Context: an optimization exercise on an open-source flow, tuned for small area and few clock cycles. The choices shown serve that exercise and are no tape-out recipe.
At most, simulation tests tie the RTL to the original design; equivalence was not proved.
For runs 1 and 2, only the layout was checked, not whether the RTL still works.
Power and IR drop assume default switching activity.

File: flow/run.sh
#!/bin/bash
# Layout flow: the standard flow (standard.sh) with
#  - synthesis mapping the logic through a stronger ABC area script, without
#    ORFS's hard adder cells (flip-flops are mapped before ABC, as in the standard flow's);
#  - port buffers of the smallest buffer cell;
#  - a clock tree of clkbuf_8 leaves without dummy loads.
set -euo pipefail
here=$PWD
export BUFFER_PORTS_ARGS="-buffer_cell sky130_fd_sc_hd__buf_1"
export CTS_ARGS="-sink_clustering_enable -repair_clock_nets -dont_use_dummy_load -buf_list sky130_fd_sc_hd__clkbuf_8 -sink_clustering_size 25 -sink_clustering_max_diameter 80"
sed -e "s#SYNTH_SCRIPT=[^ ]*#SYNTH_SCRIPT=$here/flow/area_synth.tcl ADDER_MAP_FILE=#" standard.sh > area_standard.sh
bash area_standard.sh > area_standard.log 2>&1
File: flow/abc_area.script
strash
&get -n
&fraig -x
&put
balance
rewrite
refactor
balance
rewrite
rewrite -z
balance
refactor -z
rewrite -z
balance
dc2
strash
dch -f
amap
topo
dnsize -c
File: flow/area_synth.tcl
# The standard flow's synthesis script (synth_recipe.tcl), with ABC run on a stronger area script;
# flip-flops are mapped before ABC runs, so they are the same as the standard flow's.
proc synth {args} { yosys synth -nofsm -noshare {*}$args }
set ::area_abc_script [file join [file dirname [file normalize [info script]]] abc_area.script]

proc abc {args} {
  set i [lsearch -exact $args -script]
  if { $i >= 0 } {
    lset args [expr {$i + 1}] $::area_abc_script
  }
  set i [lsearch -exact $args -D]
  if { $i >= 0 } {
    set args [lreplace $args $i [expr {$i + 1}]]
  }
  yosys abc {*}$args
}
source $::env(SCRIPTS_DIR)/synth.tcl
# left out here: clear keep_hierarchy, flatten, clean up, hide names made inside functions, write 1_2_yosys.v
File: standard.sh
#!/bin/bash
# synth_recipe.tcl (not shown) runs the flow's synth.tcl, then flattens the netlist and writes it again
# the make line also repeats each setting of config.mk as NAME=value (left out here)
make -C /OpenROAD-flow-scripts/flow DESIGN_CONFIG=/design/flow/config.mk WORK_HOME=/design/flow/orfs CLKGATE_MAP_FILE= SYNTH_SCRIPT=/design/flow/synth_recipe.tcl "${@:-finish}"
File: config.mk
export PLATFORM = sky130hd
export DESIGN_NAME = seven_bit_framed_sensor_packet_decoder
export DESIGN_NICKNAME = seven_bit_framed_sensor_packet_decoder
export VERILOG_FILES = /design/flow/design.v
export SDC_FILE = /design/flow/constraint.sdc
export NUM_CORES = 4
export LEC_CHECK = 0
export CAP_MARGIN = 0
export CORE_MARGIN = 2
export CORE_UTILIZATION = 65
export SLEW_MARGIN = 0
File: constraint.sdc
create_clock -name core_clock -period 5.0 [get_ports {i_clk}]
set_input_delay 1.0000 -clock core_clock [delete_from_list [all_inputs] [get_ports {i_clk}]]
set_output_delay 1.0000 -clock core_clock [all_outputs]
set_load 0.01 [all_outputs]
File: design.v
package spd_pkg;
    localparam int STORE_WORDS = 9;
    localparam int STORE_BYTES = 2 * STORE_WORDS;
    localparam int END_BIT = 7;
    localparam logic [1:0] ST_OK        = 2'd0;
    localparam logic [1:0] ST_CHECKSUM  = 2'd1;
    localparam logic [1:0] ST_HEADER    = 2'd2;
    localparam logic [1:0] ST_LENGTH    = 2'd3;
    localparam logic KIND_INERTIAL   = 1'b0;
    localparam logic KIND_QUATERNION = 1'b1;
    localparam logic [4:0] INERTIAL_LEN   = 5'd20;
    localparam logic [4:0] QUATERNION_LEN = 5'd10;
    localparam logic [3:0] INERTIAL_WORDS   = 4'd9;
    localparam logic [3:0] QUATERNION_WORDS = 4'd4;
    localparam logic [3:0] GYRO_WORDS       = 4'd3;
    localparam logic [3:0] FRAC_GYRO      = 4'd4;
    localparam logic [3:0] FRAC_ACCEL_MAG = 4'd11;
    localparam logic [3:0] FRAC_QUAT      = 4'd15;
    localparam logic CFG_INERTIAL_CODE   = 1'b0;
    localparam logic CFG_QUATERNION_CODE = 1'b1;
    typedef struct packed {
        logic [1:0] status;
        logic       kind;
    } t_job;
endpackage
module spd_ram (
    input  logic        i_clk,
    input  logic        i_we,
    input  logic [4:0]  i_waddr,    
    input  logic [7:0]  i_wdata,
    input  logic        i_re,       
    input  logic [3:0]  i_rword,    
    output logic [15:0] o_rdata
);
    logic [7:0] r_hi [spd_pkg::STORE_WORDS];   
    logic [7:0] r_lo [spd_pkg::STORE_WORDS];   
    always_ff @(posedge i_clk) begin
        for (int k = 0; k < spd_pkg::STORE_WORDS; k++) begin
            if (i_we && i_waddr == 5'(1 + 2 * k)) begin
                r_hi[k] <= i_wdata;
            end
            if (i_we && i_waddr == 5'(2 + 2 * k)) begin
                r_lo[k] <= i_wdata;
            end
        end
    end
    logic [spd_pkg::STORE_WORDS-1:0] w_sel;
    always_comb begin
        for (int k = 0; k < spd_pkg::STORE_WORDS; k++) begin
            w_sel[k] = i_re && (i_rword == 4'(k));
        end
        o_rdata = 16'd0;
        for (int k = 0; k < spd_pkg::STORE_WORDS; k++) begin
            o_rdata = o_rdata | ({16{w_sel[k]}} & {r_hi[k], r_lo[k]});
        end
    end
endmodule
module spd_emit (
    input  logic                 i_clk,
    input  logic                 i_rst_n,
    input  logic                 i_job_valid,
    input  spd_pkg::t_job        i_job,
    output logic                 o_busy,
    output logic                 o_act_ok,
    output logic                 o_act_kind,
    output logic [3:0]           o_rword,
    input  logic [15:0]          i_rdata,
    output logic                 o_out_valid,
    input  logic                 i_out_ready,
    output logic [1:0]           o_status,
    output logic                 o_packet_kind,
    output logic [3:0]           o_word_index,
    output logic signed [15:0]   o_word_value,
    output logic [3:0]           o_fraction_bits,
    output logic                 o_last_flag
);
    logic          r_act_v;
    spd_pkg::t_job r_act;
    logic [3:0]    r_k;
    logic          w_ok, w_last, w_take;
    logic [3:0]    w_last_k;
    always_comb begin
        w_ok     = (r_act.status == spd_pkg::ST_OK);
        w_last_k = (r_act.kind == spd_pkg::KIND_QUATERNION) ? spd_pkg::QUATERNION_WORDS - 4'd1
                                                            : spd_pkg::INERTIAL_WORDS - 4'd1;
        w_last   = !w_ok || (r_k == w_last_k);
        w_take   = r_act_v && i_out_ready;
    end
    always_ff @(posedge i_clk) begin
        if (!i_rst_n) begin
            r_act_v <= 1'b0;
            r_k     <= 4'd0;
        end else if (r_act_v) begin
            if (w_take) begin
                r_act_v <= !w_last;
                r_k     <= w_last ? 4'd0 : r_k + 4'd1;
            end
        end else begin
            r_act_v <= i_job_valid;
        end
    end
    always_ff @(posedge i_clk) begin
        if (!r_act_v) begin
            r_act <= i_job;
        end
    end
    assign o_busy     = r_act_v;
    assign o_act_ok   = r_act_v && w_ok;
    assign o_act_kind = r_act.kind;
    assign o_rword    = r_k;
    always_comb begin
        o_out_valid   = r_act_v;
        o_status      = r_act.status;
        o_packet_kind = r_act.kind;
        o_word_index  = r_k;
        o_word_value  = signed'(i_rdata);
        o_last_flag   = w_last;
        if (!w_ok) begin
            o_fraction_bits = 4'd0;
        end else if (r_act.kind == spd_pkg::KIND_QUATERNION) begin
            o_fraction_bits = spd_pkg::FRAC_QUAT;
        end else if (r_k < spd_pkg::GYRO_WORDS) begin
            o_fraction_bits = spd_pkg::FRAC_GYRO;
        end else begin
            o_fraction_bits = spd_pkg::FRAC_ACCEL_MAG;
        end
    end
endmodule
module seven_bit_framed_sensor_packet_decoder (
    input  logic                i_clk,
    input  logic                i_rst_n,
    input  logic                i_cfg_we,
    input  logic [0:0]          i_cfg_addr,
    input  logic [7:0]          i_cfg_data,
    input  logic                i_in_valid,
    output logic                o_in_ready,
    input  logic [7:0]          i_rx_byte,
    output logic                o_out_valid,
    input  logic                i_out_ready,
    output logic [1:0]          o_status,
    output logic                o_packet_kind,
    output logic [3:0]          o_word_index,
    output logic signed [15:0]  o_word_value,
    output logic [3:0]          o_fraction_bits,
    output logic                o_last_flag
);
    logic [7:0] r_inert_code, r_quat_code;
    logic [6:0] r_acc;       
    logic [4:0] r_raw;       
    logic [7:0] r_sum;       
    logic       r_chk;       
    logic       r_hdr_i;     
    logic       r_hdr_q;     
    logic          w_accept, w_end, w_has_dec, w_first, w_busy, w_hold;
    logic          w_act_ok, w_act_kind;
    logic [2:0]    w_sh;
    logic [7:0]    w_dec, w_sum_old;
    logic          w_chk_dec, w_chk_n, w_any;
    logic          w_hdr_i_n, w_hdr_q_n;
    logic [4:0]    w_wslot;
    logic          w_wstore;
    logic [3:0]    w_rword;
    logic [15:0]   w_rdata;
    spd_pkg::t_job w_job;
    always_ff @(posedge i_clk) begin
        if (!i_rst_n) begin
            r_inert_code <= 8'd9;
            r_quat_code  <= 8'd10;
        end else if (i_cfg_we) begin
            unique case (i_cfg_addr)
                spd_pkg::CFG_INERTIAL_CODE:   r_inert_code <= i_cfg_data;
                spd_pkg::CFG_QUATERNION_CODE: r_quat_code  <= i_cfg_data;
                default: ;
            endcase
        end
    end
    always_comb begin
        w_has_dec = (r_raw[2:0] != 3'd0);
        w_first   = (r_raw == 5'd1);
        w_sh      = ~r_raw[2:0];                  
        w_dec     = 8'({r_acc, i_rx_byte[6:0]} >> w_sh);
        w_sum_old = w_first ? 8'd0 : r_sum;
        w_chk_dec = (w_sum_old == w_dec);
        w_chk_n   = w_has_dec ? w_chk_dec : r_chk;
        w_any     = (r_raw != 5'd0);              
        w_hdr_i_n = w_first ? ({r_acc, i_rx_byte[6]} == r_inert_code) : r_hdr_i;
        w_hdr_q_n = w_first ? ({r_acc, i_rx_byte[6]} == r_quat_code)  : r_hdr_q;
    end
    always_comb begin
        w_wslot  = r_raw - 5'd1 - {3'd0, r_raw[4:3]};
        w_wstore = w_has_dec && (w_wslot != 5'd0) && (w_wslot <= 5'(spd_pkg::STORE_BYTES));
    end
    always_comb begin
        w_hold = w_act_ok && w_has_dec && (w_wslot > {w_rword, 1'b0})
              && (w_wslot <= ((w_act_kind == spd_pkg::KIND_QUATERNION) ? 5'(2 * spd_pkg::QUATERNION_WORDS)
                                                                       : 5'(2 * spd_pkg::INERTIAL_WORDS)));
    end
    assign o_in_ready = !(w_busy && i_rx_byte[spd_pkg::END_BIT]) && !w_hold;
    assign w_accept   = i_in_valid && o_in_ready;
    assign w_end      = w_accept && i_rx_byte[spd_pkg::END_BIT];
    always_comb begin
        w_job.kind = spd_pkg::KIND_INERTIAL;
        if (!w_any || !w_chk_n) begin
            w_job.status = spd_pkg::ST_CHECKSUM;
        end else if (w_hdr_i_n) begin
            w_job.status = (r_raw == 5'd22) ? spd_pkg::ST_OK : spd_pkg::ST_LENGTH;
        end else if (w_hdr_q_n) begin
            if (r_raw == 5'd11) begin
                w_job.status = spd_pkg::ST_OK;
                w_job.kind   = spd_pkg::KIND_QUATERNION;
            end else begin
                w_job.status = spd_pkg::ST_LENGTH;
            end
        end else begin
            w_job.status = spd_pkg::ST_HEADER;
        end
    end
    always_ff @(posedge i_clk) begin
        if (!i_rst_n) begin
            r_raw <= 5'd0;
        end else if (w_end) begin
            r_raw <= 5'd0;
        end else if (w_accept) begin
            r_raw[2:0] <= r_raw[2:0] + 3'd1;
            if (r_raw[2:0] == 3'd7 && r_raw[4:3] != 2'd3) begin
                r_raw[4:3] <= r_raw[4:3] + 2'd1;
            end
        end
    end
    always_ff @(posedge i_clk) begin
        if (w_accept) begin
            r_acc   <= i_rx_byte[6:0];
            r_chk   <= w_chk_n;
            r_hdr_i <= w_hdr_i_n;
            r_hdr_q <= w_hdr_q_n;
            if (w_has_dec) begin
                r_sum <= w_sum_old + w_dec;
            end
        end
    end
    spd_ram u_ram (
        .i_clk  (i_clk),
        .i_we   (w_accept && w_wstore),
        .i_waddr(w_wslot),
        .i_wdata(w_dec),
        .i_re   (w_act_ok),
        .i_rword(w_rword),
        .o_rdata(w_rdata)
    );
    spd_emit u_emit (
        .i_clk          (i_clk),
        .i_rst_n        (i_rst_n),
        .i_job_valid    (w_end),
        .i_job          (w_job),
        .o_busy         (w_busy),
        .o_act_ok       (w_act_ok),
        .o_act_kind     (w_act_kind),
        .o_rword        (w_rword),
        .i_rdata        (w_rdata),
        .o_out_valid    (o_out_valid),
        .i_out_ready    (i_out_ready),
        .o_status       (o_status),
        .o_packet_kind  (o_packet_kind),
        .o_word_index   (o_word_index),
        .o_word_value   (o_word_value),
        .o_fraction_bits(o_fraction_bits),
        .o_last_flag    (o_last_flag)
    );
endmodule
==> results of run 1 <==
-- cells in the final DEF (no fill, tap or decap), types with 3 or more instances in the layout --
cell	Yosys	layout
sky130_fd_sc_hd__nand4_1	3	3
sky130_fd_sc_hd__edfxtp_1	165	165
sky130_fd_sc_hd__clkinv_1	40	40
sky130_fd_sc_hd__o221ai_1	3	3
sky130_fd_sc_hd__clkbuf_8	0	17
sky130_fd_sc_hd__dfxtp_1	26	25
sky130_fd_sc_hd__nor3_1	21	14
sky130_fd_sc_hd__nand2_1	44	44
sky130_fd_sc_hd__o22a_1	4	4
sky130_fd_sc_hd__a21oi_1	23	23
sky130_fd_sc_hd__nand3_1	23	23
sky130_fd_sc_hd__o22ai_1	20	20
sky130_fd_sc_hd__nor3_2	0	7
sky130_fd_sc_hd__a2111oi_0	7	6
sky130_fd_sc_hd__a22oi_1	13	13
sky130_fd_sc_hd__a222oi_1	49	49
sky130_fd_sc_hd__o21ai_0	30	30
sky130_fd_sc_hd__buf_4	2	27
sky130_fd_sc_hd__buf_1	0	51
sky130_fd_sc_hd__nor2_1	74	72
sky130_fd_sc_hd__o21a_1	3	3
-- critical path, delay by kind of cell (launching register included) --
kind,cells,cell delay [ps]
simple gates,9,1870
flops,1,540
compound gates,6,1450
buf+inv,2,450
-- sequential cells by signal, indices dropped and copies added, names as in the netlist --
name and count:
u_ram.r_hi 72, u_ram.r_lo 72, r_inert_code 8, r_quat_code 8
r_sum 8, r_acc 7, r_raw 5, u_emit.r_k 4
u_emit.r_act 3, r_chk 1, r_hdr_i 1, r_hdr_q 1
u_emit.r_act_v 1
-- stage by stage --
step / setup TNS, ps / instances
2_1_floorplan: 0 / 577
3_3_place_gp: 0 / 796
3_5_place_dp: 0 / 796
4_1_cts: 0 / 813
5_1_grt: -377.6 / 813
6_report: 0 / 813
-- layer usage --
layer  wire length (µm)  global-route usage, %  vias up
li1                   -                      -     2525
met4                258                  9.268        0
met3               1689                  4.806       24
met2               8889                  49.96      319
met5                  0                      0        -
met1               7121                  41.82     2610
-- how the worst max path moves through the flow --
stage                   from                to  depth (start not counted)
floorplan           r_raw[1]  u_ram.r_lo[7][0]                         15
global placement    r_raw[1]  u_ram.r_hi[2][0]                         16
detailed placement  r_raw[1]  u_ram.r_hi[2][6]                         16
CTS                 r_raw[1]  u_ram.r_hi[2][2]                         16
global route        r_raw[1]  u_ram.r_hi[5][3]                         17
finish              r_raw[1]  u_ram.r_hi[5][3]                         17
-- cells by family after synthesis --
logic type | count (synthesis) | synth area share [%]
AO/OA/AOI/OAI | 168 | 16.43
AND/OR/NAND/NOR | 176 | 9.874
buffers and inverters | 42 | 2.158
flip-flops | 191 | 71.54
-- power by group --
| part | internal, mW | switching (mW) |
|---|---|---|
| logic | 0.0741 | 0.193 |
| clock network | 0.301 | 0.443 |
| registers | 1.79 | 0.0170 |
| total | 2.17 | 0.653 |
-- final cells by class --
cell class / count / area, µm² / share of cell area, %
clock buffers: 17 / 234.0 / 2.742
repair buffers: 78 / 394.1 / 4.619
flip-flops and latches: 191 / 5477 / 64.18
multi-input cells: 344 / 2100 / 24.60
inverters: 40 / 150.1 / 1.760
well taps: 143 / 178.9 / 2.097
==> summary.md, run 1 <==
| Metric | Value |
|---|---|
| Post-layout total power | `2.819 mW` |
| Run status | `no timing/DRC/antenna violations` |
| Fin util | `74.41%` |
| Net count of the mapped netlist | `599` |
| Area of the mapped netlist | `0.007654 mm²` |
| Gate count of the mapped netlist | `577` |
| Worst slack after detailed placement | `250.8 ps` |
| First-pass GRT wire length | `28.82 mm` |
| Reg2Reg Launch Point | `r_raw[1]` |
| Worst min-delay path class | `flop to flop` |
| Largest net degree at the start of global routing | `22` |
| Antenna violations before repair | `0` |
| Origin of the worst min-delay path | `r_inert_code[6]` |
| Reg2reg path depth | `17` |
| Number of fill cells | `778` |
| Highest achievable clock rate | `214.1 MHz` |
| Yosys top cell area share | `64.74%` |
| Antenna-violating nets left | `0` |
| Drt drc | `0` |
| Clock latency (worst-skew pair) | `460 ps` |
| Synthesis-to-finish area growth | `11.49%` |
| Cell with the most instances after synthesis | `sky130_fd_sc_hd__edfxtp_1` |
| Async set-reset flop share out of synthesis | `0%` |
| Count of cells along the worst hold path | `2` |
| Arrival time at the worst endpoint | `4750 ps` |
| YS warnings | `5` |
| Portion of the post-synthesis area used by sequential elements | `71.54%` |
| Final period utilization | `93.41%` |
| DRT Pass-1 Iters | `6` |
| Seq cells post-synth | `191` |
| CTS root buffer | `sky130_fd_sc_hd__clkbuf_8` |
| Power density over the cells | `330.3 mW/mm²` |
| Full die area | `0.01266 mm²` |
| Maximum clock path buffer count | `2` |
| Worst hold-check slack | `472.8 ps` |
| Clk sinks | `191` |
| Number of antenna diodes | `0` |
| RSZ-0062 raised after global routing | `yes` |
| Slew of the pin with the lowest slew margin | `1113 ps` |
| Unique masters post-synth | `35` |
| Count of max-cap constraint violations | `0` |
| Most instantiated cells after synthesis | `165 x sky130_fd_sc_hd__edfxtp_1, 74 x sky130_fd_sc_hd__nor2_1, 49 x sky130_fd_sc_hd__a222oi_1` |
| Setup slack on the worst flop-to-flop path | `330 ps` |
| Vias | `5,478` |
| Per-cell routed wire length | `22.09 µm` |
| Non-Filler Cell Area, Final | `0.008533 mm²` |
| Maximum fanout encountered on the critical timing path | `19` |
| Number of violations reported at the end of detailed-routing iteration 0 | `721` |
| Vias per std cell | `6.738` |
| Largest incremental delay on the critical path | `630 ps` |
| Number of port buffers | `51` |
| Average cell area after synthesis | `13.26 µm²` |
| Clock transition at the registers of the reported paths | `70 ps` |
| Kind of launch point of the worst setup path | `flop` |
| Finish-stage setup viols | `0` |
| Clock tree skew after final layout | `19.03 ps` |
| WP data required | `5080 ps` |
| Static Leak | `2.678 nW` |
| Via count of the first global-routing pass | `5,308` |
| Post-DP Area | `0.008295 mm²` |
| Slew margin rel. | `25.82%` |
| Most area-hungry cell type in the Yosys netlist | `sky130_fd_sc_hd__edfxtp_1` |
| H-tree levels | `4` |
| Final HPWL DP | `12.24 mm` |
| Kind of end point of the critical path | `flop` |
| Row Count | `39` |
| Die span in x | `112.5 µm` |
| Effective utilization at floorplan | `66.74%` |
| I/O pin count | `52` |
| Final critical delay including setup and external delays | `4670 ps` |
| CTS tree | `yes` |
| Worst ir drop on vdd | `0.0002249 V` |
| Share of post-route cells with drive strength above 1 | `8.806%` |
| GRT Overall Usage | `30.11%` |
| Start-to-end type of the worst setup path | `flop to flop` |
| Cells taking the most area after synthesis | `sky130_fd_sc_hd__edfxtp_1 65%, sky130_fd_sc_hd__dfxtp_1 6.8%, sky130_fd_sc_hd__a222oi_1 6.4%` |
| Hold-critical path endpoint | `r_inert_code[6]` |
| Floorplan Core Area | `0.01147 mm²` |
| CTS Buf Count | `17` |
| Setup slack of the critical path after layout | `329.7 ps` |
| Count of instances resized after the clock tree is built | `0` |
| Hold Buf Count CTS | `0` |
| Count of flip-flops with a built-in enable after synthesis | `165` |
| Cells along the critical path | `clkinv_1 > o22ai_1 > or3_1 > o21ai_0 > nor2_1 > nand2_1 > a22oi_1 > clkinv_1 > a221oi_1 > nor3_1 > a21oi_1 > nand2_1 > nor2_2 > o211ai_1 > nor2_1 > nand2_1 > nor2_1` |
| Post-CTS setup buffers | `0` |
| Final estimated routing congestion in global placement | `0.9131` |
| Slowest library cell on the worst path | `sky130_fd_sc_hd__nor2_1` |
| Max Transition Viols Final | `0` |
| Commonest register cell after synthesis | `sky130_fd_sc_hd__edfxtp_1` |
| Reg-to-Reg End | `u_ram.r_hi[5][3]` |
| Final global-route overflow total | `0` |
| Drt total wl | `17.96 mm` |
| Vertical die dimension | `112.5 µm` |
| Nets | `694` |
| Final hold violation count | `0` |
==> run 2, diff against run 1 <==
==> flow/abc_area.script (replaced) <==
strash
dc2
strash
&get -n
&fraig -x
&put
strash
dch -f
amap
topo
dnsize -c
==> run 2 against run 1 <==
  * Non-clock buffer count down 5
  * Area after synthesis is 0.82% higher
  * Register-to-register slack better by 50 ps
  * Power about the same
  * Synthesized cell count unchanged
  * Utilization decreased by 0.12 points
  * Largest power group unchanged
==> summary.md, run 2 <==
| Metric | Value |
|---|---|
| Drt total wl | `18.04 mm (+0.43%)` |
| Vertical die dimension | `113.0 µm (+0.40%)` |
| Setup slack on the worst flop-to-flop path | `380 ps (+50 ps)` |
| Row Count | `39 (unchanged)` |
| Kind of end point of the critical path | `flop` |
| Worst ir drop on vdd | `0.0001735 V (-23%)` |
| Effective utilization at floorplan | `67.00% (+0.26 points)` |
| CTS tree | `yes` |
| Reg2reg path depth | `17 (unchanged)` |
| YS warnings | `5 (unchanged)` |
| Net count of the mapped netlist | `599 (unchanged)` |
| Unique masters post-synth | `36 (+2.9%)` |
| Drt drc | `0 (unchanged)` |
| GRT Overall Usage | `29.66% (-0.45 points)` |
| Area of the mapped netlist | `0.007716 mm² (+0.82%)` |
| Biggest regs | `u_ram.r_hi: 72 flops, u_ram.r_lo: 72 flops` |
| Run status | `no timing/DRC/antenna violations` |
| Start-to-end type of the worst setup path | `flop to flop` |
| Portion of the post-synthesis area used by sequential elements | `70.96% (-0.58 points)` |
| Count of max-cap constraint violations | `0 (unchanged)` |
| Die span in x | `113.0 µm (+0.40%)` |
| Finish-stage setup viols | `0 (unchanged)` |
| Final estimated routing congestion in global placement | `0.9974 (+9.2%)` |
| Origin of the worst min-delay path | `r_quat_code[1]` |
| Static Leak | `2.650 nW (-1.0%)` |
| H-tree levels | `4 (unchanged)` |
| Commonest cells after routing, fill and taps aside | `165 x sky130_fd_sc_hd__edfxtp_1, 61 x sky130_fd_sc_hd__nor2_1, 51 x sky130_fd_sc_hd__buf_1, 50 x sky130_fd_sc_hd__clkinv_1, 41 x sky130_fd_sc_hd__nand2_1` |
| Final period utilization | `92.35% (-1.1 points)` |
| Clock latency (worst-skew pair) | `450 ps (about the same)` |
| Floorplan Core Area | `0.01152 mm² (+0.43%)` |
| Count of flip-flops with a built-in enable after synthesis | `165 (unchanged)` |
| Antenna violations before repair | `0 (unchanged)` |
| Yosys top cell area share | `64.21% (-0.52 points)` |
| Non-Filler Cell Area, Final | `0.008556 mm² (+0.26%)` |
| Maximum fanout encountered on the critical timing path | `15 (-4)` |
| Final critical delay including setup and external delays | `4618 ps (-52.56 ps)` |
| Hold-critical path endpoint | `r_quat_code[1]` |
| Arrival time at the worst endpoint | `4690 ps (-60 ps)` |
| Via count of the first global-routing pass | `5,268 (-0.75%)` |
| I/O pin count | `52 (unchanged)` |
| Cells taking the most area after synthesis | `sky130_fd_sc_hd__edfxtp_1 64%, sky130_fd_sc_hd__dfxtp_1 6.7%, sky130_fd_sc_hd__a222oi_1 4.4%` |
| RSZ-0062 raised after global routing | `yes` |
| Post-layout total power | `2.816 mW (about the same)` |
| Number of antenna diodes | `0 (unchanged)` |
| Slew margin rel. | `17.85% (-8.0 points)` |
| Gate count of the mapped netlist | `577 (unchanged)` |
| Largest net degree at the start of global routing | `21 (-4.5%)` |
| Cell with the most instances after synthesis | `sky130_fd_sc_hd__edfxtp_1` |
| Reg-to-Reg End | `u_ram.r_lo[2][5]` |
| Worst min-delay path class | `flop to flop` |
| Final hold violation count | `0 (unchanged)` |
| Synthesis-to-finish area growth | `10.88%` |
| DRT Pass-1 Iters | `5 (-1)` |
| Full die area | `0.01276 mm² (+0.79%)` |
| CTS Buf Count | `17 (unchanged)` |
| Nets | `689 (-0.72%)` |
| Most area-hungry cell type in the Yosys netlist | `sky130_fd_sc_hd__edfxtp_1` |
| Number of port buffers | `51 (unchanged)` |
| CTS root buffer | `sky130_fd_sc_hd__clkbuf_8` |
| Max Transition Viols Final | `0 (unchanged)` |
| Post-CTS setup buffers | `0 (unchanged)` |
| Most instantiated cells after synthesis | `165 x sky130_fd_sc_hd__edfxtp_1, 68 x sky130_fd_sc_hd__nor2_1, 50 x sky130_fd_sc_hd__clkinv_1` |
| WP data required | `5070 ps (about the same)` |
| Clock tree skew after final layout | `25.61 ps (+6.580 ps)` |
| Number of violations reported at the end of detailed-routing iteration 0 | `962 (+33%)` |
| Vias | `5,439 (-0.71%)` |
| Commonest register cell after synthesis | `sky130_fd_sc_hd__edfxtp_1` |
| Power density over the cells | `329.2 mW/mm² (-0.35%)` |
| Final HPWL DP | `12.45 mm (+1.7%)` |
| Count of cells along the worst hold path | `1 (-1)` |
| Post-DP Area | `0.008298 mm² (about the same)` |
| Antenna-violating nets left | `0 (unchanged)` |
| Vias per std cell | `6.731 (about the same)` |
| Final global-route overflow total | `0 (unchanged)` |
| Clock transition at the registers of the reported paths | `70 ps (about the same)` |
| Most common cell after layout, fill and taps aside | `sky130_fd_sc_hd__edfxtp_1` |
| First-pass GRT wire length | `28.31 mm (-1.8%)` |
| Async set-reset flop share out of synthesis | `0% (unchanged)` |
| Reg2Reg Launch Point | `r_raw[0]` |
| Per-cell routed wire length | `22.32 µm (+1.1%)` |
| Highest achievable clock rate | `216.6 MHz (+1.1%)` |
| Average cell area after synthesis | `13.37 µm² (+0.82%)` |
| Clk sinks | `191 (unchanged)` |
| Seq cells post-synth | `191 (unchanged)` |
| Share of post-route cells with drive strength above 1 | `8.722% (-0.084 points)` |
| Kind of launch point of the worst setup path | `flop` |
| Slew of the pin with the lowest slew margin | `1222 ps (+109.4 ps)` |
| Maximum clock path buffer count | `2 (unchanged)` |
[run 2: layer usage]
metal | track usage, % | wire length (µm) | vias up
li1 | - | - | 2505
met1 | 40.30 | 7210 | 2645
met2 | 49.68 | 9193 | 273
met3 | 5.356 | 1462 | 16
met4 | 9.350 | 168 | 0
met5 | 0 | 0 | -
[run 2: kinds of logic after synthesis]
family                 synth area share (%)
AOI/OAI and AO/OA                     16.75
and+or+nand+nor                       9.665
buffers and inverters                 2.627
DFF                                   70.96
[run 2: how the worst max path moves through the flow]
stage	slack (ps)	endpoint	startpoint	depth (start not counted)
after detailed placement	420	u_ram.r_lo[0][1]	r_raw[1]	18
after global routing	-80	u_ram.r_hi[3][0]	r_raw[0]	17
after CTS	390	u_ram.r_lo[0][7]	r_raw[1]	18
after global placement	740	u_ram.r_lo[3][5]	r_raw[1]	18
final	380	u_ram.r_lo[2][5]	r_raw[0]	17
after floorplan	210	u_ram.r_lo[4][0]	r_raw[1]	18
[run 2: what timing repair did]
| item | CTS | global route |
|---|---|---|
| endpoints found under the setup margin | 0 | 89 |
| hold buffers | 0 | 0 |
| hold endpoints to repair | 0 | 0 |
| resized for setup | 0 | 9 |
[run 2: power breakdown]
part	switching, mW	total [mW]	internal [mW]
Combinational	0.183	0.264	0.0813
Clock	0.437	0.738	0.301
Sequential	0.0220	1.81	1.79
Total	0.642	2.82	2.17
[run 2: layout make-up]
cell class,instances,area (µm²)
well taps,143,178.9
clock buffers,17,234.0
flip-flops and latches,191,5477
multi-input cells,334,2122
repair buffers,73,356.6
fillers,767,2960
inverters,50,187.7
[run 2: metrics by stage]
stage          worst slack, ps  hold WS [ps]  utilization [%]  cells  TNS, ps
2_1_floorplan            209.9         464.3                -    577        0
3_3_place_gp             736.4         481.9            72.06    791        0
3_5_place_dp             416.7         494.6            72.06    791        0
4_1_cts                  387.1         512.4            74.09    808        0
5_1_grt                 -78.31         539.9            74.29    808   -973.5
6_report                 382.3         506.6            74.29    808        0
[run 2: critical path: stages (launching register included)]
cell and delay [ps]:
sky130_fd_sc_hd__dfxtp_1 640, sky130_fd_sc_hd__clkinv_1 160, sky130_fd_sc_hd__nor2_1 150, sky130_fd_sc_hd__clkinv_1 130, sky130_fd_sc_hd__nor2_1 200, sky130_fd_sc_hd__nor2_1 80, sky130_fd_sc_hd__nand2_1 100, sky130_fd_sc_hd__nor2_1 90
sky130_fd_sc_hd__a21oi_1 450, sky130_fd_sc_hd__o22ai_1 160, sky130_fd_sc_hd__a31oi_1 230, sky130_fd_sc_hd__nor3_1 90, sky130_fd_sc_hd__a21oi_1 190, sky130_fd_sc_hd__nand2_1 140, sky130_fd_sc_hd__nor2_1 230, sky130_fd_sc_hd__o21ai_0 220
sky130_fd_sc_hd__or2_0 350, sky130_fd_sc_hd__nor2_1 620
==> run 3, diff against run 2 <==
--- a/design.v
+++ b/design.v
@@ -26,7 +26,7 @@
 module spd_ram (
     input  logic        i_clk,
     input  logic        i_we,
-    input  logic [4:0]  i_waddr,    
+    input  logic [4:0]  i_raw,      
     input  logic [7:0]  i_wdata,
     input  logic        i_re,       
     input  logic [3:0]  i_rword,    
@@ -36,10 +36,10 @@
     logic [7:0] r_lo [spd_pkg::STORE_WORDS];   
     always_ff @(posedge i_clk) begin
         for (int k = 0; k < spd_pkg::STORE_WORDS; k++) begin
-            if (i_we && i_waddr == 5'(1 + 2 * k)) begin
+            if (i_we && i_raw == 5'((8 * (2 * k + 2) + 6) / 7 - 1)) begin
                 r_hi[k] <= i_wdata;
             end
-            if (i_we && i_waddr == 5'(2 + 2 * k)) begin
+            if (i_we && i_raw == 5'((8 * (2 * k + 3) + 6) / 7 - 1)) begin
                 r_lo[k] <= i_wdata;
             end
         end
@@ -157,8 +157,7 @@
     logic [7:0]    w_dec, w_sum_old;
     logic          w_chk_dec, w_chk_n, w_any;
     logic          w_hdr_i_n, w_hdr_q_n;
-    logic [4:0]    w_wslot;
-    logic          w_wstore;
+    logic [4:0]    w_hold_lo, w_hold_hi;
     logic [3:0]    w_rword;
     logic [15:0]   w_rdata;
     spd_pkg::t_job w_job;
@@ -187,13 +186,9 @@
         w_hdr_q_n = w_first ? ({r_acc, i_rx_byte[6]} == r_quat_code)  : r_hdr_q;
     end
     always_comb begin
-        w_wslot  = r_raw - 5'd1 - {3'd0, r_raw[4:3]};
-        w_wstore = w_has_dec && (w_wslot != 5'd0) && (w_wslot <= 5'(spd_pkg::STORE_BYTES));
-    end
-    always_comb begin
-        w_hold = w_act_ok && w_has_dec && (w_wslot > {w_rword, 1'b0})
-              && (w_wslot <= ((w_act_kind == spd_pkg::KIND_QUATERNION) ? 5'(2 * spd_pkg::QUATERNION_WORDS)
-                                                                       : 5'(2 * spd_pkg::INERTIAL_WORDS)));
+        w_hold_lo = {w_rword, 1'b0} + 5'd2 + 5'(w_rword >= 4'd3) + 5'(w_rword >= 4'd7);
+        w_hold_hi = (w_act_kind == spd_pkg::KIND_QUATERNION) ? 5'd10 : 5'd21;
+        w_hold    = w_act_ok && w_has_dec && (r_raw >= w_hold_lo) && (r_raw <= w_hold_hi);
     end
     assign o_in_ready = !(w_busy && i_rx_byte[spd_pkg::END_BIT]) && !w_hold;
     assign w_accept   = i_in_valid && o_in_ready;
@@ -240,8 +235,8 @@
     end
     spd_ram u_ram (
         .i_clk  (i_clk),
-        .i_we   (w_accept && w_wstore),
-        .i_waddr(w_wslot),
+        .i_we   (w_accept),
+        .i_raw  (r_raw),
         .i_wdata(w_dec),
         .i_re   (w_act_ok),
         .i_rword(w_rword),
==> flow/abc_area.script (replaced) <==
strash
&get -n
&fraig -x
&put
balance
rewrite
refactor
balance
rewrite
rewrite -z
balance
refactor -z
rewrite -z
balance
dc2
strash
dch -f
amap
topo
dnsize -c
--- a/config.mk
+++ b/config.mk
@@ -5,7 +5,7 @@
 export SDC_FILE = /design/flow/constraint.sdc
 export NUM_CORES = 4
 export LEC_CHECK = 0
-export CAP_MARGIN = 0
+export CAP_MARGIN = 20
 export CORE_MARGIN = 2
 export CORE_UTILIZATION = 65
-export SLEW_MARGIN = 0
+export SLEW_MARGIN = 20
==> run 3 against run 2 <==
  * Largest power group unchanged
  * Worst hold slack worse by 40 ps
  * Sequential cell count unchanged
  * Still clean
  * Final cell count is 0.50% lower
  * Power down 1.2%
  * Clock power is essentially flat
  * Cell area is 1.9% lower
  * Clock skew increased by 7.1 ps
  * Setup slack improved by 170 ps
  * Global-route usage grew 1.3 points
  * Register-to-register slack better by 170 ps
  * Sequential power about the same
  * Critical path type unchanged
==> summary.md, run 3 <==
| Metric | Value |
|---|---|
| Run status | `no timing/DRC/antenna violations` |
| Average cell area after synthesis | `13.19 µm² (-1.4%)` |
| Most instantiated cells after synthesis | `165 x sky130_fd_sc_hd__edfxtp_1, 76 x sky130_fd_sc_hd__nor2_1, 48 x sky130_fd_sc_hd__nand2_1` |
| Vias | `5,530 (+1.7%)` |
| Floorplan Core Area | `0.01142 mm² (-0.85%)` |
| Kind of launch point of the worst setup path | `flop` |
| Antenna-violating nets left | `0 (unchanged)` |
| Vias per std cell | `6.878 (+2.2%)` |
| Number of port buffers | `51 (unchanged)` |
| Biggest regs | `u_ram.r_hi: 72 flops, u_ram.r_lo: 72 flops` |
| YS warnings | `5 (unchanged)` |
| Cells taking the most area after synthesis | `sky130_fd_sc_hd__edfxtp_1 65%, sky130_fd_sc_hd__dfxtp_1 6.8%, sky130_fd_sc_hd__a222oi_1 5.1%` |
| Final critical delay including setup and external delays | `4443 ps (-174.7 ps)` |
| Power density over the cells | `331.5 mW/mm² (+0.71%)` |
| Async set-reset flop share out of synthesis | `0% (unchanged)` |
| CTS root buffer | `sky130_fd_sc_hd__clkbuf_8` |
| Unique masters post-synth | `33 (-8.3%)` |
| Count of cells along the worst hold path | `2 (+1)` |
| Start-to-end type of the worst setup path | `flop to flop` |
| Proportion of total power due to net switching | `22.51% (-0.27 points)` |
| Commonest cells after routing, fill and taps aside | `165 x sky130_fd_sc_hd__edfxtp_1, 75 x sky130_fd_sc_hd__nor2_1, 51 x sky130_fd_sc_hd__buf_1, 48 x sky130_fd_sc_hd__nand2_1, 44 x sky130_fd_sc_hd__clkinv_1` |
| Count of flip-flops with a built-in enable after synthesis | `165 (unchanged)` |
| I/O pin count | `52 (unchanged)` |
| Cell with the most instances after synthesis | `sky130_fd_sc_hd__edfxtp_1` |
| Slew margin rel. | `32.98% (+15 points)` |
| Antenna violations before repair | `0 (unchanged)` |
| CTS Buf Count | `17 (unchanged)` |
| WP data required | `5160 ps (+90 ps)` |
| Portion of total power attributed to sequential cells | `65.1% (+0.7 points)` |
| Static Leak | `2.627 nW (-0.85%)` |
| Commonest register cell after synthesis | `sky130_fd_sc_hd__edfxtp_1` |
| Slew of the pin with the lowest slew margin | `1002 ps (-220.5 ps)` |
| RSZ-0062 raised after global routing | `no` |
| Reg2reg path depth | `15 (-2)` |
| GRT Overall Usage | `30.92% (+1.3 points)` |
| Clk sinks | `191 (unchanged)` |
| WP buf/inv | `2 (unchanged)` |
| Hold Buf Count CTS | `0 (unchanged)` |
| Max Transition Viols Final | `0 (unchanged)` |
| Final period utilization | `88.86% (-3.5 points)` |
| Largest net degree at the start of global routing | `21 (unchanged)` |
| Switch Pwr | `0.6266 mW (-2.3%)` |
| Number of violations reported at the end of detailed-routing iteration 0 | `895 (-7.0%)` |
| Count of instances resized after the clock tree is built | `0 (unchanged)` |
| Total negative setup slack | `0 ps (unchanged)` |
| Clock latency (worst-skew pair) | `450 ps (about the same)` |
| First-pass GRT wire length | `28.79 mm (+1.7%)` |
| Die span in x | `112.3 µm (-0.59%)` |
| Kind of end point of the critical path | `flop` |
| Maximum fanout encountered on the critical timing path | `20 (+5)` |
| Final hold violation count | `0 (unchanged)` |
| Combinational share of power | `8.5% (-0.9 points)` |
| Nets | `685 (-0.58%)` |
| Drt drc | `0 (unchanged)` |
| Worst min-delay path class | `flop to flop` |
| CP delay by family, top | `compound AO/OA/AOI/OAI gates` |
| Final estimated routing congestion in global placement | `0.9193 (-7.8%)` |
| CTS tree | `yes` |
| Worst ir drop on vdd | `0.0002073 V (+19%)` |
| Most area-hungry cell type in the Yosys netlist | `sky130_fd_sc_hd__edfxtp_1` |
| Cells along the critical path | `clkinv_1 > o22ai_1 > nor2_1 > a21oi_1 > o22ai_1 > a21oi_1 > clkinv_1 > a21oi_1 > a31oi_1 > nor3_1 > nand3_1 > nor4b_1 > a22o_1 > o21ai_0 > o21bai_1` |
| Share of post-route cells with drive strength above 1 | `6.657% (-2.1 points)` |
| Arrival time at the worst endpoint | `4610 ps (-80 ps)` |
| Row Count | `39 (unchanged)` |
| Net count of the mapped netlist | `600 (+0.17%)` |
| Via count of the first global-routing pass | `5,332 (+1.2%)` |
| Gate count of the mapped netlist | `578 (+0.17%)` |
| Seq cells post-synth | `191 (unchanged)` |
| Count of max-cap constraint violations | `0 (unchanged)` |
| Number of antenna diodes | `0 (unchanged)` |
| Clk network pwr share | `26.4% (+0.2 points)` |
| Effective utilization at floorplan | `66.75% (-0.25 points)` |
| Most common cell after layout, fill and taps aside | `sky130_fd_sc_hd__edfxtp_1` |
| Post-DP Area | `0.008155 mm² (-1.7%)` |
| Portion of the post-synthesis area used by sequential elements | `71.83% (+0.87 points)` |
| Highest achievable clock rate | `225.1 MHz (+3.9%)` |
| Largest incremental delay on the critical path | `690 ps (+50 ps)` |
| Number of fill cells | `786 (+2.5%)` |
| Final global-route overflow total | `0 (unchanged)` |
| Synthesis-to-finish area growth | `10.16%` |
| Area of the mapped netlist | `0.007622 mm² (-1.2%)` |
| Slowest library cell on the worst path | `sky130_fd_sc_hd__dfxtp_1` |
| Internal power summed over all cells | `2.157 mW (-0.81%)` |
| Vertical die dimension | `112.3 µm (-0.59%)` |
| Cell repeated most along the worst path | `sky130_fd_sc_hd__a21oi_1` |
| Clock tree skew after final layout | `32.76 ps (+7.149 ps)` |
| Finish-stage setup viols | `0 (unchanged)` |
| Non-Filler Cell Area, Final | `0.008397 mm² (-1.9%)` |
| Post-CTS setup buffers | `0 (unchanged)` |
| Final HPWL DP | `12.48 mm (+0.26%)` |
| Yosys top cell area share | `65.00% (+0.79 points)` |
| Clock transition at the registers of the reported paths | `60 ps (about the same)` |
| Full die area | `0.01261 mm² (-1.2%)` |
| Worst hold-check slack | `466.5 ps (-40.09 ps)` |
| Per-cell routed wire length | `23.40 µm (+4.8%)` |
| H-tree levels | `4 (unchanged)` |
| Drt total wl | `18.81 mm (+4.3%)` |
| Maximum clock path buffer count | `2 (unchanged)` |
| Crit path depth | `15 (-2)` |
| DRT Pass-1 Iters | `7 (+2)` |
==> run 3: changes by cell type after synthesis, sizes merged, moves of 5 or more <==
cell	delta
nor2	+8
nor3	-8
nand3	+10
clkinv	-6
o2111ai	-6
a222oi	+5
o221a	-11
nand2	+7
o21ai	+9
a22oi	+5
o22a	-7
==> run 3: power by group through the flow <==
stage / clock (mW) / sequential [mW] / combinational [mW]
floorplan: 0 / 1.84 / 0.144
global placement: 0 / 1.85 / 0.224
detailed placement: 0 / 1.85 / 0.231
CTS: 0.739 / 1.81 / 0.231
global route: 0.797 / 1.81 / 0.262
finish: 0.735 / 1.81 / 0.236
==> run 3: worst paths after layout <==
path              slack (ps)      startpoint               to
setup / recovery         560        r_raw[0]  u_emit.r_act[1]
hold / removal           470  r_quat_code[7]   r_quat_code[7]
setup reg to reg         560        r_raw[0]  u_emit.r_act[1]
hold reg to reg          470  r_quat_code[7]   r_quat_code[7]
==> run 3: cell families after synthesis <==
| family | synth area share [%] |
|---|---|
| AOI/OAI and AO/OA | 15.92 |
| buffers and inverters | 2.364 |
| and+or+nand+nor | 9.882 |
| DFF | 71.83 |
==> run 3: layout make-up <==
class | instances | area (µm²) | share of cell area (%)
flip-flops and latches | 191 | 5475 | 65.21
inverters | 44 | 165.2 | 1.967
well taps | 143 | 178.9 | 2.131
repair buffers | 68 | 319.1 | 3.800
clock buffers | 17 | 234.0 | 2.786
multi-input cells | 341 | 2024 | 24.11
==> run 3: layer usage <==
| metal | up-vias | wire, µm | global-route usage, % |
|---|---|---|---|
| li1 | 2479 | - | - |
| met1 | 2674 | 6868 | 40.77 |
| met2 | 337 | 9424 | 50.80 |
| met3 | 40 | 2029 | 6.263 |
| met4 | 0 | 491 | 13.25 |
| met5 | - | 0 | 0 |
==> run 3: stage by stage <==
step / worst slack [ps] / util (%) / power (mW) / instances
after floorplan: 1148 / - / 1.986 / 578
after global placement: 802.7 / 71.42 / 2.071 / 786
after detailed placement: 682.4 / 71.42 / 2.078 / 786
after CTS: 698.1 / 73.47 / 2.781 / 803
after global routing: 139.6 / 73.54 / 2.873 / 804
final: 556.9 / 73.54 / 2.784 / 804
==> run 3: worst min-delay path: stages (launching register included) <==
cell and delay [ps]:
sky130_fd_sc_hd__dfxtp_1 310, sky130_fd_sc_hd__clkinv_1 50, sky130_fd_sc_hd__a21oi_1 50
Testbench counts of run 3, summed over its fixed seeds: cycles 7,298.
==> run 4, diff against run 3 <==
==> flow/abc_area.script (replaced) <==
strash
dc2
strash
&get -n
&fraig -x
&put
strash
dch -f
amap
strash
dch -f
amap
topo
dnsize -c
==> run 4 against run 3 <==
  * Synthesized cell count fell by 3.1%
  * Largest cell class unchanged
  * Die area shrank 0.55%
  * Still clean
  * First-iteration DRC count down 15%
  * Non-clock buffer count is 2 higher
  * Via count decreased by 1.5%
  * Sequential share of layout area grew 0.23 points
==> summary.md, run 4 <==
| Metric | Value |
|---|---|
| Run status | `no timing/DRC/antenna violations` |
| Origin of the worst min-delay path | `r_quat_code[1]` |
| Clock transition at the registers of the reported paths | `80 ps (+20 ps)` |
| Net count of the mapped netlist | `582 (-3.0%)` |
| Effective utilization at floorplan | `66.37% (-0.38 points)` |
| H-tree levels | `4 (unchanged)` |
| Fin util | `73.27% (-0.26 points)` |
| Most area-hungry cell type in the Yosys netlist | `sky130_fd_sc_hd__edfxtp_1` |
| Maximum clock path buffer count | `2 (unchanged)` |
| Average cell area after synthesis | `13.53 µm² (+2.6%)` |
| Unique masters post-synth | `32 (-3.0%)` |
| Slew of the pin with the lowest slew margin | `1019 ps (+17.54 ps)` |
| Nets | `669 (-2.3%)` |
| First-pass GRT wire length | `28.48 mm (-1.1%)` |
| Most instantiated cells after synthesis | `165 x sky130_fd_sc_hd__edfxtp_1, 64 x sky130_fd_sc_hd__nor2_1, 48 x sky130_fd_sc_hd__a222oi_1` |
| Seq cells post-synth | `191 (unchanged)` |
| CTS tree | `yes` |
| Gate count of the mapped netlist | `560 (-3.1%)` |
| Row Count | `39 (unchanged)` |
| Die span in x | `112.0 µm (-0.28%)` |
| Async set-reset flop share out of synthesis | `0% (unchanged)` |
| Worst min-delay path class | `flop to flop` |
| Vertical die dimension | `112.0 µm (-0.28%)` |
| Biggest regs | `u_ram.r_hi: 72 flops, u_ram.r_lo: 72 flops` |
| CP startpoint | `u_emit.r_k[0]` |
| Synthesis-to-finish area growth | `10.40%` |
| Final HPWL DP | `12.33 mm (-1.3%)` |
| Area of the mapped netlist | `0.007579 mm² (-0.57%)` |
| Largest net degree at the start of global routing | `21 (unchanged)` |
| Reg2reg path depth | `14 (-1)` |
| Number of fill cells | `786 (unchanged)` |
| Kind of end point of the critical path | `flop` |
| CTS root buffer | `sky130_fd_sc_hd__clkbuf_8` |
| Count of cells along the worst hold path | `1 (-1)` |
| WP data required | `5070 ps (-90 ps)` |
| Clock tree skew after final layout | `26.41 ps (-6.343 ps)` |
| Max Transition Viols Final | `0 (unchanged)` |
| Reg-to-Reg End | `u_ram.r_hi[3][0]` |
| I/O pin count | `52 (unchanged)` |
| Clk sinks | `191 (unchanged)` |
| Drt total wl | `18.50 mm (-1.7%)` |
| Full die area | `0.01254 mm² (-0.55%)` |
| Kind of launch point of the worst setup path | `flop` |
| Power density over the cells | `335.5 mW/mm² (+1.2%)` |
| Drt drc | `0 (unchanged)` |
| Worst ir drop on vdd | `0.0003138 V (+51%)` |
| Number of antenna diodes | `0 (unchanged)` |
| YS warnings | `5 (unchanged)` |
| Post-CTS setup buffers | `0 (unchanged)` |
| DRT Pass-1 Iters | `6 (-1)` |
| Reg2Reg Launch Point | `u_emit.r_k[0]` |
| Commonest cells after routing, fill and taps aside | `165 x sky130_fd_sc_hd__edfxtp_1, 64 x sky130_fd_sc_hd__nor2_1, 51 x sky130_fd_sc_hd__buf_1, 48 x sky130_fd_sc_hd__a222oi_1, 44 x sky130_fd_sc_hd__clkinv_1` |
| Count of max-cap constraint violations | `0 (unchanged)` |
| Vias per std cell | `6.911 (+0.48%)` |
| Cells taking the most area after synthesis | `sky130_fd_sc_hd__edfxtp_1 65%, sky130_fd_sc_hd__dfxtp_1 6.9%, sky130_fd_sc_hd__a222oi_1 6.3%` |
| Final hold violation count | `0 (unchanged)` |
| Number of violations reported at the end of detailed-routing iteration 0 | `759 (-15%)` |
| Final period utilization | `88.89% (about the same)` |
| Count of instances resized after the clock tree is built | `0 (unchanged)` |
| Per-cell routed wire length | `23.48 µm (+0.32%)` |
| Total negative setup slack | `0 ps (unchanged)` |
| Portion of the post-synthesis area used by sequential elements | `72.25% (+0.42 points)` |
| Setup slack on the worst flop-to-flop path | `560 ps (about the same)` |
| RSZ-0062 raised after global routing | `no` |
| CTS Buf Count | `17 (unchanged)` |
| Static Leak | `2.633 nW (+0.22%)` |
| Highest achievable clock rate | `225.0 MHz (about the same)` |
| Most common cell after layout, fill and taps aside | `sky130_fd_sc_hd__edfxtp_1` |
| Vias | `5,446 (-1.5%)` |
| Number of port buffers | `51 (unchanged)` |
| Maximum fanout encountered on the critical timing path | `15 (-25%)` |
| Hold-critical path endpoint | `r_quat_code[1]` |
| Start-to-end type of the worst setup path | `flop to flop` |
| Hold Buf Count CTS | `0 (unchanged)` |
| Count of flip-flops with a built-in enable after synthesis | `165 (unchanged)` |
| Arrival time at the worst endpoint | `4510 ps (-100 ps)` |
| Finish-stage setup viols | `0 (unchanged)` |
| Antenna violations before repair | `0 (unchanged)` |
| Final global-route overflow total | `0 (unchanged)` |
| Setup slack of the critical path after layout | `555.5 ps (-1.424 ps)` |
| Worst slack after detailed placement | `702.8 ps (+20.37 ps)` |
| Commonest register cell after synthesis | `sky130_fd_sc_hd__edfxtp_1` |
| Slew margin rel. | `31.80% (-1.2 points)` |
| Final estimated routing congestion in global placement | `0.9121 (-0.78%)` |
| Cell with the most instances after synthesis | `sky130_fd_sc_hd__edfxtp_1` |
| Via count of the first global-routing pass | `5,430 (+1.8%)` |
| Clock latency (worst-skew pair) | `470 ps (+20 ps)` |
| Floorplan Core Area | `0.01142 mm² (unchanged)` |
| Antenna-violating nets left | `0 (unchanged)` |
| GRT Overall Usage | `30.37% (-0.55 points)` |
| Final critical delay including setup and external delays | `4444 ps (+1.424 ps)` |
| Share of post-route cells with drive strength above 1 | `7.132% (+0.48 points)` |
| Yosys top cell area share | `65.38% (+0.38 points)` |
-- run 4: cell count changes after synthesis, sizes merged, moves of 5 or more --
cell     delta
nand2       -7
a222oi      +9
o21a        +6
nor2       -12
a2111oi     -5
a22oi      -15
o22ai      +12
nor3       +13
a21oi      -10
-- run 4: logic make-up (layout without fill, tap and decap cells) --
| family | Yosys count | after routing | share of synthesized area (%) |
|---|---|---|---|
| compound gates | 160 | 160 | 16.08 |
| simple gates | 163 | 163 | 9.295 |
| buf+inv | 46 | 131 | 2.377 |
| flops | 191 | 191 | 72.25 |
-- run 4: worst max-delay path by stage --
| stage | end | slack (ps) | cells after the start |
|---|---|---|---|
| after floorplan | r_sum[7] | 960 | 17 |
| after global placement | u_ram.r_hi[0][0] | 790 | 14 |
| after detailed placement | u_ram.r_hi[0][5] | 700 | 14 |
| after CTS | u_ram.r_hi[0][5] | 650 | 14 |
| after global routing | u_ram.r_hi[6][1] | 60 | 16 |
| final | u_ram.r_hi[3][0] | 560 | 14 |
-- run 4: report_power, final --
part,total (mW),switching (mW),internal (mW)
Clock,0.746,0.445,0.301
Sequential,1.82,0.0230,1.79
Combinational,0.245,0.170,0.0752
-- run 4: layer usage --
| metal | GRT usage [%] | vias to the layer above | part of all wire (%) |
|---|---|---|---|
| met1 | 39.59 | 2597 | 38 |
| met5 | 0 | - | 0 |
| li1 | - | 2446 | - |
| met3 | 6.260 | 40 | 10 |
| met2 | 50.30 | 363 | 50 |
| met4 | 13.01 | 0 | 2.5 |
-- run 4: cell type report --
cell class	instances	area [µm²]	area share, %
Timing Repair Buffer	70	334.1	3.993
Tap cell	143	178.9	2.138
Clock buffer	17	234.0	2.796
Multi-Input combinational cell	323	1979	23.66
Inverter	44	165.2	1.974
Sequential cell	191	5475	65.44
-- run 4: worst max-delay path: stages, from the launching register on --
cell,delay (ps)
sky130_fd_sc_hd__dfxtp_1,420
sky130_fd_sc_hd__clkinv_1,170
sky130_fd_sc_hd__nor2_1,220
sky130_fd_sc_hd__clkinv_1,200
sky130_fd_sc_hd__o21ai_0,320
sky130_fd_sc_hd__o21ai_0,160
sky130_fd_sc_hd__a222oi_1,370
sky130_fd_sc_hd__nor3_1,100
sky130_fd_sc_hd__a221oi_1,230
sky130_fd_sc_hd__nor3_1,90
sky130_fd_sc_hd__a21oi_1,180
sky130_fd_sc_hd__nand2_1,240
sky130_fd_sc_hd__clkinv_1,370
sky130_fd_sc_hd__nand3_1,220
sky130_fd_sc_hd__nor2_1,760
-- run 4: through the flow --
| step | hold slack, ps | area (µm²) | cells | total power [mW] |
|---|---|---|---|---|
| global route | 546.3 | 8367 | 788 | 2.894 |
| CTS | 527.7 | 8367 | 788 | 2.807 |
| detailed placement | 508.7 | 8133 | 771 | 2.090 |
| floorplan | 465.1 | 7579 | 560 | 1.999 |
| global placement | 507.7 | 8133 | 771 | 2.081 |
| finish | 528.2 | 8367 | 788 | 2.807 |
==> run 5, diff against run 4 <==
==> flow/abc_area.script (replaced) <==
strash
dc2
strash
&get -n
&fraig -x
&put
strash
dch -f
amap
topo
dnsize -c
==> run 5 against run 4 <==
  * Power decreased by 0.69%
  * Global-route usage is 0.15 points lower
  * Area after synthesis increased by 0.26%
  * Clock-buffer cell count stayed put
==> summary.md, run 5 <==
| Metric | Value |
|---|---|
| Average cell area after synthesis | `13.72 µm² (+1.4%)` |
| Finish-stage setup viols | `0 (unchanged)` |
| Most area-hungry cell type in the Yosys netlist | `sky130_fd_sc_hd__edfxtp_1` |
| Commonest register cell after synthesis | `sky130_fd_sc_hd__edfxtp_1` |
| Internal power summed over all cells | `2.163 mW (-0.24%)` |
| Die span in x | `112.1 µm (+0.13%)` |
| Row Count | `39 (unchanged)` |
| Hold Buf Count CTS | `0 (unchanged)` |
| Kind of launch point of the worst setup path | `flop` |
| Most instantiated cells after synthesis | `165 x sky130_fd_sc_hd__edfxtp_1, 57 x sky130_fd_sc_hd__nor2_1, 45 x sky130_fd_sc_hd__a222oi_1` |
| Run status | `no timing/DRC/antenna violations` |
| Full die area | `0.01257 mm² (+0.25%)` |
| CTS Buf Count | `17 (unchanged)` |
| Nets | `663 (-0.90%)` |
| Cells taking the most area after synthesis | `sky130_fd_sc_hd__edfxtp_1 65%, sky130_fd_sc_hd__dfxtp_1 6.8%, sky130_fd_sc_hd__a222oi_1 5.9%` |
| Number of port buffers | `51 (unchanged)` |
| Clock latency (worst-skew pair) | `450 ps (-20 ps)` |
| Vias | `5,496 (+0.92%)` |
| Post-CTS setup buffers | `0 (unchanged)` |
| Fin util | `73.45% (+0.18 points)` |
| I/O pin count | `52 (unchanged)` |
| Biggest regs | `u_ram.r_hi: 72 flops, u_ram.r_lo: 72 flops` |
| Synthesis-to-finish area growth | `10.37% (about the same)` |
| DRT Pass-1 Iters | `7 (+1)` |
| Worst min-delay path class | `flop to flop` |
| Floorplan Core Area | `0.01142 mm² (unchanged)` |
| Number of violations reported at the end of detailed-routing iteration 0 | `928 (+22%)` |
| Slew margin rel. | `37.24% (+5.4 points)` |
| Count of instances resized after the clock tree is built | `0 (unchanged)` |
| Number of antenna diodes | `0 (unchanged)` |
| Clock transition at the registers of the reported paths | `70 ps (about the same)` |
| Combinational share of power | `8.5% (-0.2 points)` |
| Gate count of the mapped netlist | `554 (-1.1%)` |
| Via count of the first global-routing pass | `5,294 (-2.5%)` |
| GRT Overall Usage | `30.22% (-0.15 points)` |
| Vias per std cell | `7.028 (+1.7%)` |
| Cell with the most instances after synthesis | `sky130_fd_sc_hd__edfxtp_1` |
| RSZ-0062 raised after global routing | `no` |
| Start-to-end type of the worst setup path | `flop to flop` |
| Clk sinks | `191 (unchanged)` |
| Portion of total power attributed to sequential cells | `65.0% (+0.3 points)` |
| Max Transition Viols Final | `0 (unchanged)` |
| Power density over the cells | `332.4 mW/mm² (-0.92%)` |
| Final global-route overflow total | `0 (unchanged)` |
| First-pass GRT wire length | `28.85 mm (+1.3%)` |
| WP data required | `5070 ps (about the same)` |
| Clock tree skew after final layout | `24.33 ps (-2.080 ps)` |
| Drt drc | `0 (unchanged)` |
| Seq cells post-synth | `191 (unchanged)` |
| Arrival time at the worst endpoint | `4570 ps (+60 ps)` |
| Count of max-cap constraint violations | `0 (unchanged)` |
| Count of flip-flops with a built-in enable after synthesis | `165 (unchanged)` |
| Maximum fanout encountered on the critical timing path | `16 (+1)` |
| Final period utilization | `90.05% (+1.2 points)` |
| Final critical delay including setup and external delays | `4502 ps (+57.99 ps)` |
| Slew of the pin with the lowest slew margin | `938.0 ps (-81.22 ps)` |
| Drt total wl | `18.41 mm (-0.51%)` |
| Antenna violations before repair | `0 (unchanged)` |
| Portion of the post-synthesis area used by sequential elements | `72.06% (-0.19 points)` |
| Commonest cells after routing, fill and taps aside | `165 x sky130_fd_sc_hd__edfxtp_1, 57 x sky130_fd_sc_hd__nor2_1, 51 x sky130_fd_sc_hd__buf_1, 45 x sky130_fd_sc_hd__a222oi_1, 42 x sky130_fd_sc_hd__clkinv_1` |
| H-tree levels | `4 (unchanged)` |
| Number of fill cells | `785 (-0.13%)` |
| Largest net degree at the start of global routing | `24 (+14%)` |
| Yosys top cell area share | `65.21% (-0.17 points)` |
| CTS root buffer | `sky130_fd_sc_hd__clkbuf_8` |
| Kind of end point of the critical path | `flop` |
| Total negative setup slack | `0 ps (unchanged)` |
| Effective utilization at floorplan | `66.55% (+0.18 points)` |
| Area of the mapped netlist | `0.007599 mm² (+0.26%)` |
| Unique masters post-synth | `33 (+3.1%)` |
| Antenna-violating nets left | `0 (unchanged)` |
| YS warnings | `5 (unchanged)` |
| Static Leak | `2.625 nW (-0.29%)` |
| Most common cell after layout, fill and taps aside | `sky130_fd_sc_hd__edfxtp_1` |
| Net count of the mapped netlist | `576 (-1.0%)` |
| Final estimated routing congestion in global placement | `0.9379 (+2.8%)` |
| Per-cell routed wire length | `23.54 µm (+0.26%)` |
| Final hold violation count | `0 (unchanged)` |
| Switch Pwr | `0.6241 mW (-2.2%)` |
| Clk network pwr share | `26.5% (about the same)` |
| Maximum clock path buffer count | `2 (unchanged)` |
| Worst ir drop on vdd | `0.0002043 V (-35%)` |
| Vertical die dimension | `112.1 µm (+0.13%)` |
| Async set-reset flop share out of synthesis | `0% (unchanged)` |
| CTS tree | `yes` |
| Highest achievable clock rate | `222.1 MHz (-1.3%)` |
| Final HPWL DP | `12.29 mm (-0.27%)` |
| Proportion of total power due to net switching | `22.39% (-0.35 points)` |
| Share of post-route cells with drive strength above 1 | `7.042% (-0.090 points)` |
-- run 5: cell count changes in the layout (fill, tap and decap cells not counted), moves of 4 or more --
cell                      previous run  this run
sky130_fd_sc_hd__o22ai_1            35        23
sky130_fd_sc_hd__o221a_1             1        12
sky130_fd_sc_hd__a21oi_1            15        23
sky130_fd_sc_hd__nor2_1             64        57
sky130_fd_sc_hd__a221o_1             4         0
sky130_fd_sc_hd__nand4_1             6        10
-- run 5: worst paths after layout --
kind | endpoint | startpoint | depth (start not counted) | slack [ps]
worst max-delay path | u_ram.r_hi[3][1] | u_emit.r_k[0] | 16 | 500
worst min-delay path | r_quat_code[2] | r_quat_code[2] | 2 | 480
worst max register to register | u_ram.r_hi[3][1] | u_emit.r_k[0] | 16 | 500
worst min register to register | r_quat_code[2] | r_quat_code[2] | 2 | 480
-- run 5: stage by stage --
step	hold WS [ps]	power (mW)	area (µm²)	std cells	setup slack (ps)
floorplan	431.5	1.990	7599	554	1129
finish	479.4	2.788	8387	782	497.5
global placement	456.6	2.073	8147	765	1052
global route	528.0	2.865	8387	782	155.7
CTS	476.9	2.793	8387	782	649.3
detailed placement	469.2	2.080	8153	765	700.6
-- run 5: layer usage --
layer  wire (µm)  global-route usage, %
met1        7198                  42.36
met4         388                  10.65
met5           0                      0
met3        1945                  5.508
met2        8872                  48.59
-- run 5: layout make-up --
class | count | area, µm² | share of cell area (%)
Clock buffer | 17 | 234.0 | 2.790
Inverter | 42 | 157.7 | 1.880
Multi-Input combinational cell | 319 | 2007 | 23.93
Sequential cell | 191 | 5475 | 65.28
Tap cell | 143 | 178.9 | 2.133
Timing Repair Buffer | 70 | 334.1 | 3.983
-- run 5: power groups by stage --
stage | logic [mW] | registers, mW | clock network (mW)
floorplan | 0.149 | 1.84 | 0
global placement | 0.227 | 1.85 | 0
detailed placement | 0.234 | 1.85 | 0
CTS | 0.235 | 1.81 | 0.747
global route | 0.264 | 1.81 | 0.788
finish | 0.238 | 1.81 | 0.738
-- run 5: logic make-up after synthesis --
logic type,Yosys count,share of synthesized area [%]
buffers and inverters,44,2.272
DFF,191,72.06
AOI/OAI and AO/OA,162,16.57
and+or+nand+nor,157,9.106
-- run 5: worst max-delay path: stages, from the launching register on --
cell	delay, ps
sky130_fd_sc_hd__dfxtp_1	430
sky130_fd_sc_hd__clkinv_1	190
sky130_fd_sc_hd__nor2_1	190
sky130_fd_sc_hd__clkinv_1	210
sky130_fd_sc_hd__o21ai_0	430
sky130_fd_sc_hd__o21ai_0	200
sky130_fd_sc_hd__clkinv_1	100
sky130_fd_sc_hd__o21ai_0	110
sky130_fd_sc_hd__o22ai_1	160
sky130_fd_sc_hd__a21oi_1	60
sky130_fd_sc_hd__a221oi_1	240
sky130_fd_sc_hd__nor3_1	110
sky130_fd_sc_hd__a21oi_1	170
sky130_fd_sc_hd__nand2_1	200
sky130_fd_sc_hd__clkinv_1	350
sky130_fd_sc_hd__nand4_1	220
sky130_fd_sc_hd__nor2_1	780
==> run 6, diff against run 5 <==
==> flow/abc_area.script (replaced) <==
strash
dc2
strash
&get -n
&fraig -x
&put
strash
dch -f
amap
strash
dch -f
amap
topo
dnsize -c
--- a/config.mk
+++ b/config.mk
@@ -7,5 +7,5 @@
 export LEC_CHECK = 0
 export CAP_MARGIN = 20
 export CORE_MARGIN = 2
-export CORE_UTILIZATION = 65
+export CORE_UTILIZATION = 72
 export SLEW_MARGIN = 20
==> run 6 against run 5 <==
  * Still clean
  * Utilization is 7.9 points higher
  * Sequential cell count stayed put
  * Via count is 0.73% lower
  * Power is 0.48% higher
  * Sequential power hardly changed
  * Setup slack better by 190 ps
  * Clock power is 0.5% higher
  * Critical path type unchanged
  * Largest cell class unchanged
  * Largest power group unchanged
  * Highest routed layer unchanged
==> summary.md, run 6 <==
| Metric | Value |
|---|---|
| Full die area | `0.01136 mm² (-9.6%)` |
| Reg2Reg Launch Point | `u_emit.r_k[0]` |
| Portion of total power attributed to sequential cells | `64.8% (-0.2 points)` |
| First-pass GRT wire length | `27.62 mm (-4.3%)` |
| Die span in x | `106.6 µm (-4.9%)` |
| Run status | `no timing/DRC/antenna violations` |
| DRT Pass-1 Iters | `8 (+1)` |
| Switch Pwr | `0.6318 mW (+1.2%)` |
| H-tree levels | `4 (unchanged)` |
| Final HPWL DP | `12.06 mm (-1.9%)` |
| Nets | `669 (+0.90%)` |
| Yosys top cell area share | `65.38% (+0.17 points)` |
| Vertical die dimension | `106.6 µm (-4.9%)` |
| WP data required | `5060 ps (about the same)` |
| Count of max-cap constraint violations | `0 (unchanged)` |
| Final critical delay including setup and external delays | `4316 ps (-186.4 ps)` |
| RSZ-0062 raised after global routing | `no` |
| Floorplan Core Area | `0.01028 mm² (-10%)` |
| Vias per std cell | `6.986 (-0.60%)` |
| CTS Buf Count | `17 (unchanged)` |
| Per-cell routed wire length | `23.04 µm (-2.1%)` |
| Effective utilization at floorplan | `73.74% (+7.2 points)` |
| Cells taking the most area after synthesis | `sky130_fd_sc_hd__edfxtp_1 65%, sky130_fd_sc_hd__dfxtp_1 6.9%, sky130_fd_sc_hd__a222oi_1 6.3%` |
| Highest achievable clock rate | `231.7 MHz (+4.3%)` |
| Clk sinks | `191 (unchanged)` |
| Antenna violations before repair | `0 (unchanged)` |
| Clock transition at the registers of the reported paths | `80 ps (about the same)` |
| Final hold violation count | `0 (unchanged)` |
| Row Count | `37 (-5.1%)` |
| Gate count of the mapped netlist | `560 (+1.1%)` |
| Net count of the mapped netlist | `582 (+1.0%)` |
| Arrival time at the worst endpoint | `4370 ps (-200 ps)` |
| Count of instances resized after the clock tree is built | `0 (unchanged)` |
| Area of the mapped netlist | `0.007579 mm² (-0.26%)` |
[run 6: logic make-up (layout without fill, tap and decap cells)]
family / Yosys count / in the layout / share of synthesized area (%)
buffers and inverters: 46 / 131 / 2.377
AO/OA/AOI/OAI: 160 / 160 / 16.08
AND/OR/NAND/NOR: 163 / 163 / 9.295
flip-flops: 191 / 191 / 72.25
[run 6: path summary, 6_finish.rpt]
path	cells after the start	slack, ps	to
setup / recovery	16	680	u_ram.r_hi[6][6]
hold / removal	1	520	r_quat_code[1]
setup reg to reg	16	680	u_ram.r_hi[6][6]
hold reg to reg	1	520	r_quat_code[1]
[run 6: layout make-up]
| cell class | instances | area, µm² |
|---|---|---|
| Clock buffer | 17 | 234.0 |
| Fill cell | 614 | 1919 |
| Inverter | 44 | 165.2 |
| Multi-Input combinational cell | 323 | 1979 |
| Sequential cell | 191 | 5475 |
| Tap cell | 136 | 170.2 |
| Timing Repair Buffer | 70 | 334.1 |
[run 6: layer usage]
layer | vias up | track usage (%) | wire [µm]
met4 | 0 | 13.27 | 409
met1 | 2597 | 43.83 | 6607
met5 | - | 0 | 0
met2 | 371 | 54.14 | 8951
met3 | 44 | 7.477 | 2024
li1 | 2444 | - | -
[run 6: metrics by stage]
step	hold slack, ps	cells	setup slack, ps	power, mW	area (µm²)
6_report	524.0	781	683.9	2.801	8358
5_1_grt	542.9	781	293.0	2.878	8358
4_1_cts	523.9	781	715.9	2.798	8358
3_5_place_dp	503.6	764	747.3	2.089	8124
3_3_place_gp	483.8	764	1031	2.076	8124
2_1_floorplan	465.1	560	959.3	1.999	7579
[run 6: power groups by stage]
stage	logic [mW]	clock network, mW	registers (mW)
6_report	0.243	0.742	1.82
5_1_grt	0.268	0.792	1.82
2_1_floorplan	0.154	0	1.84
4_1_cts	0.239	0.745	1.81
3_5_place_dp	0.239	0	1.85
3_3_place_gp	0.228	0	1.85
[run 6: worst max-delay path: stages (launching register included)]
cell and delay [ps]:
sky130_fd_sc_hd__dfxtp_1 430, sky130_fd_sc_hd__clkinv_1 180, sky130_fd_sc_hd__nor2_1 210, sky130_fd_sc_hd__clkinv_1 190, sky130_fd_sc_hd__o21ai_0 320, sky130_fd_sc_hd__o21ai_0 140, sky130_fd_sc_hd__a222oi_1 340, sky130_fd_sc_hd__nor3_1 100
sky130_fd_sc_hd__a221oi_1 220, sky130_fd_sc_hd__nor3_1 90, sky130_fd_sc_hd__a21oi_1 180, sky130_fd_sc_hd__nand2_1 200, sky130_fd_sc_hd__nor2_1 240, sky130_fd_sc_hd__nand2_1 160, sky130_fd_sc_hd__clkinv_1 120, sky130_fd_sc_hd__nand2_1 100
sky130_fd_sc_hd__nor2_1 700

Setup slack of run 6, layout unchanged: 0.684 ns with ideal ports, 0.684 ns with driving cells assumed (clock clkbuf_16, inputs buf_2), 0.684 ns with port delays also shifted by the 0.476 ns mid clock arrival.
